Background: an optimization exercise with open tools, aiming at small area and a short achievable clock period. Do not read the settings as production practice. Function was checked by simulation only, so behaviour that the tests miss may differ from the original. No activity file was given, so power comes from the tool's default toggle rates.

run A:
==> flow/design.v <==
module spi_ram_andor8 (
   input  logic [7:0] d,
   input  logic [7:0] s,
   output logic       y
);
   assign y = |(d & s);
endmodule
module spi_ram_nor2 (
   input  logic [1:0] a,
   output logic       y
);
   assign y = ~|a;
endmodule
module spi_ram_nand4 (
   input  logic [3:0] a,
   output logic       y
);
   assign y = ~&a;
endmodule
module spi_ram_or8 (
   input  logic [7:0] a,
   output logic       y
);
   logic [3:0] n;
   for (genvar i = 0; i < 4; i++) begin : g_n
      spi_ram_nor2 u_n (.a(a[2*i +: 2]), .y(n[i]));
   end
   spi_ram_nand4 u_y (.a(n), .y(y));
endmodule
module spi_ram_dec4n (
   input  logic [3:0]  a,
   output logic [15:0] y
);
   assign y = ~(16'd1 << a);
endmodule
module spi_ram_rsel (
   input  logic [7:0]  lo,
   input  logic [7:0]  mid,
   output logic [63:0] s
);
   always_comb begin
      for (int j = 0; j < 8; j++)
         for (int k = 0; k < 8; k++)
            s[j*8+k] = mid[j] & lo[k];
   end
endmodule
module spi_ram #(
   parameter int MEM_DEPTH = 256,
   parameter int ADDR_SIZE = 8,
   parameter int AUTO_INC  = 1
) (
   input  logic       clk,
   input  logic       rst_n,
   input  logic [9:0] rx_data,
   input  logic       rx_valid,
   output logic [7:0] tx_data,
   output logic       tx_valid,
   output logic       err,
   output logic [7:0] err_count
);
   logic [7:0] mem [256];
   logic [7:0] rd_part [4];
   logic        rx_prev;
   logic [7:0]  wr_addr;
   logic [1:0]  rd_hi;       
   logic [7:0]  rd_lo;       
   logic [7:0]  rd_mid;      
   logic        wr_ok;
   logic        rd_ok;
   logic [15:0] wr_row_n;
   logic [7:0]  wr_data;
   logic        rd_byp;
   logic        accept;
   logic [1:0]  cmd;
   logic        do_write;
   logic        do_read;
   logic        reject;
   logic        rd_load;
   logic        wr_pend;
   logic [15:0] wr_col_n;
   logic [15:0] wr_col_d;
   logic [255:0] wr_en;
   logic [63:0] rsel [2];
   assign accept   = rst_n & rx_valid & ~rx_prev;
   assign cmd      = rx_data[9:8];
   assign do_write = accept & (cmd == 2'b01) & wr_ok;
   assign do_read  = accept & (cmd == 2'b11) & rd_ok;
   assign reject   = accept & cmd[0] & ~(cmd[1] ? rd_ok : wr_ok);
   assign rd_load  = accept & (cmd == 2'b10);
   assign wr_pend  = ~&wr_row_n;
   spi_ram_dec4n u_col (.a(wr_addr[3:0]), .y(wr_col_d));
   for (genvar i = 0; i < 256; i++) begin : g_we
      spi_ram_nor2 u_we (.a({wr_row_n[i/16], wr_col_n[i%16]}), .y(wr_en[i]));
   end
   always_ff @(posedge clk) begin
      for (int i = 0; i < 256; i++)
         if (wr_en[i]) mem[i] <= wr_data;
   end
   for (genvar h = 0; h < 2; h++) begin : g_sel
      spi_ram_rsel u_sel (.lo(rd_lo), .mid(rd_mid), .s(rsel[h]));
   end
   for (genvar q = 0; q < 4; q++) begin : g_q
      for (genvar b = 0; b < 8; b++) begin : g_b
         logic [7:0] part;
         for (genvar j = 0; j < 8; j++) begin : g_j
            logic [7:0] d;
            for (genvar k = 0; k < 8; k++) begin : g_k
               assign d[k] = mem[q*64 + j*8 + k][b];
            end
            spi_ram_andor8 u_ao (.d(d), .s(rsel[q/2][j*8 +: 8]), .y(part[j]));
         end
         logic y;
         spi_ram_or8 u_or (.a(part), .y(y));
         always_ff @(posedge clk) rd_part[q][b] <= y;
      end
   end
   always_ff @(posedge clk) begin
      if (accept && cmd == 2'b01) wr_data <= rx_data[7:0];
      wr_col_n <= wr_col_d;
      rd_byp <= wr_pend && wr_addr[7:6] == rd_hi && rd_mid[wr_addr[5:3]] && rd_lo[wr_addr[2:0]];
   end
   always_ff @(posedge clk) begin
      if (!rst_n) begin
         wr_row_n  <= 16'hFFFF;
         rx_prev   <= 1'b0;
         tx_data   <= 8'h00;
         tx_valid  <= 1'b0;
         err       <= 1'b0;
         err_count <= 8'h00;
         wr_addr   <= 8'h00;
         rd_hi     <= 2'd0;
         rd_lo     <= 8'h01;
         rd_mid    <= 8'h01;
         wr_ok     <= 1'b0;
         rd_ok     <= 1'b0;
      end else begin
         rx_prev <= rx_valid;
         wr_row_n <= do_write ? ~(16'd1 << wr_addr[7:4]) : 16'hFFFF;
         err     <= reject;
         if (reject && err_count != 8'hFF) err_count <= err_count + 8'd1;
         if (rd_load) begin
            rd_hi   <= rx_data[7:6];
            rd_lo   <= 8'd1 << rx_data[2:0];
            rd_mid  <= 8'd1 << rx_data[5:3];
            rd_ok   <= 1'b1;
         end
         if (do_read) begin
            if (rd_mid[7] && rd_lo[7]) rd_hi <= rd_hi + 2'd1;
            rd_lo   <= {rd_lo[6:0], rd_lo[7]};
            if (rd_lo[7]) rd_mid <= {rd_mid[6:0], rd_mid[7]};
            tx_data <= rd_byp ? wr_data : rd_part[rd_hi];
         end
         if (accept) tx_valid <= do_read;
         if (accept && cmd == 2'b00) begin
            wr_addr <= rx_data[7:0];
            wr_ok   <= 1'b1;
         end
         if (wr_pend) wr_addr <= wr_addr + 8'd1;
      end
   end
endmodule
Settings: LEC_CHECK=0, CAP_MARGIN=20, CORE_MARGIN=2, CORE_UTILIZATION=65, CTS_BUF_LIST=sky130_fd_sc_hd__clkbuf_8 sky130_fd_sc_hd__clkbuf_16, CTS_CLUSTER_DIAMETER=100, CTS_CLUSTER_SIZE=30, SETUP_SLACK_MARGIN=2.4, SLEW_MARGIN=20, SYNTH_HIERARCHICAL=1; clock period 4.4 ns.
run.sh (not shown) runs the stock make flow with config.mk's settings and CLKGATE_MAP_FILE= SYNTH_SCRIPT=/design/flow/synth_recipe.tcl, a recipe that flattens the netlist after the stock synthesis.
Run A finished end to end and its layout was clean on timing, DRC and antenna.
--- input diff run A..run B ---
==> flow/flow/run.sh (new file) <==
#!/bin/bash
# The standard layout (standard.sh, synthesis through finish, final DEF in
# out/), changed in one way only: the buffer that buffer_ports puts on every
# input and output port is a plain sky130_fd_sc_hd__buf_4 instead of the delay
# cell it picks by default, which the footprint-matched repair cannot resize.
# make's full output goes to make_finish.log; ORFS keeps each step's log under
# orfs/logs/.
set -euo pipefail
bash standard.sh "BUFFER_PORTS_ARGS=-buffer_cell sky130_fd_sc_hd__buf_4" finish > make_finish.log 2>&1
==> flow/standard.sh (new file) <==
#!/bin/bash
# synth_recipe.tcl (not shown) runs the flow's synth.tcl, then flattens the netlist and writes it again
# the make line also repeats each setting of config.mk as NAME=value (left out here)
make -C /OpenROAD-flow-scripts/flow DESIGN_CONFIG=/design/flow/config.mk WORK_HOME=/design/flow/orfs CLKGATE_MAP_FILE= SYNTH_SCRIPT=/design/flow/synth_recipe.tcl "${@:-finish}"
removed: flow/run.sh
Notes after the runs:
Run A has lower cell area power density than run B. Run B gives less cell count of the worst hold path than run A did. After detailed routing, run A needs less wire than run B. Met3 layer usage reported by global route: higher on run B.


Setup of job 102:
// spi_ram: RTL as listed in full above, without the edits since
make LEC_CHECK=0 CAP_MARGIN=20 CORE_MARGIN=2 CORE_UTILIZATION=65 CTS_CLUSTER_DIAMETER=100 CTS_CLUSTER_SIZE=30 SETUP_SLACK_MARGIN=2.3 SLEW_MARGIN=20 SYNTH_HIERARCHICAL=1 finish   # period 4.4 ns
Stock flow here: none of the scripts above is used.
Job 102 has completed all stages; timing, DRC and antenna checks passed.
Modified inputs, job 105 compared to job 102
Settings: SETUP_SLACK_MARGIN now 2.4, was 2.3.
--- outcome ---
- Job 102 → job 105: maximum clock frequency essentially unchanged, total placed instance area did not really move.
- Routed metal-1 wire length shrinks slightly when moving from job 102 to job 105.
- Transition time of the tightest slew-check pin delta for job 105 relative to job 102: 0.040 ns lower

-- afterwards: timing with drivers on the ports --
No port has a modelled driver above. Below, the same layouts with a new extraction and two added sets of constraints.
Step 1 assumes that a clkbuf_16 drives the clock port and a buf_2 every other input.
Step 2, shift: input delay + t, output delay - t, t = (earliest + latest rising clock arrival at the registers) / 2. This alone moves slack from input paths to output paths.
Three values: ideal, step 1, step 2; two values: the first two.
run | t (ns) | slack for setup (ns) | hold WS [ns]
run A | 0.782 | 2.237 / 2.159 / 1.648 | 0.488 / 0.492 / 0.506
run B | 0.780 | 2.237 / 2.167 / 1.719 | 0.410 / 0.395 / 0.502
job 102 | 0.787 | 2.245 / 2.164 / 1.491 | 0.522 / 0.522 / 0.522
job 105 | 0.778 | 2.239 / 2.161 / 1.600 | 0.489 / 0.491 / 0.503
After both steps every run listed still meets setup and hold. The setup slack of job 102, which loses most, moves by -0.081 ns with the drivers and by -0.754 ns with both steps.
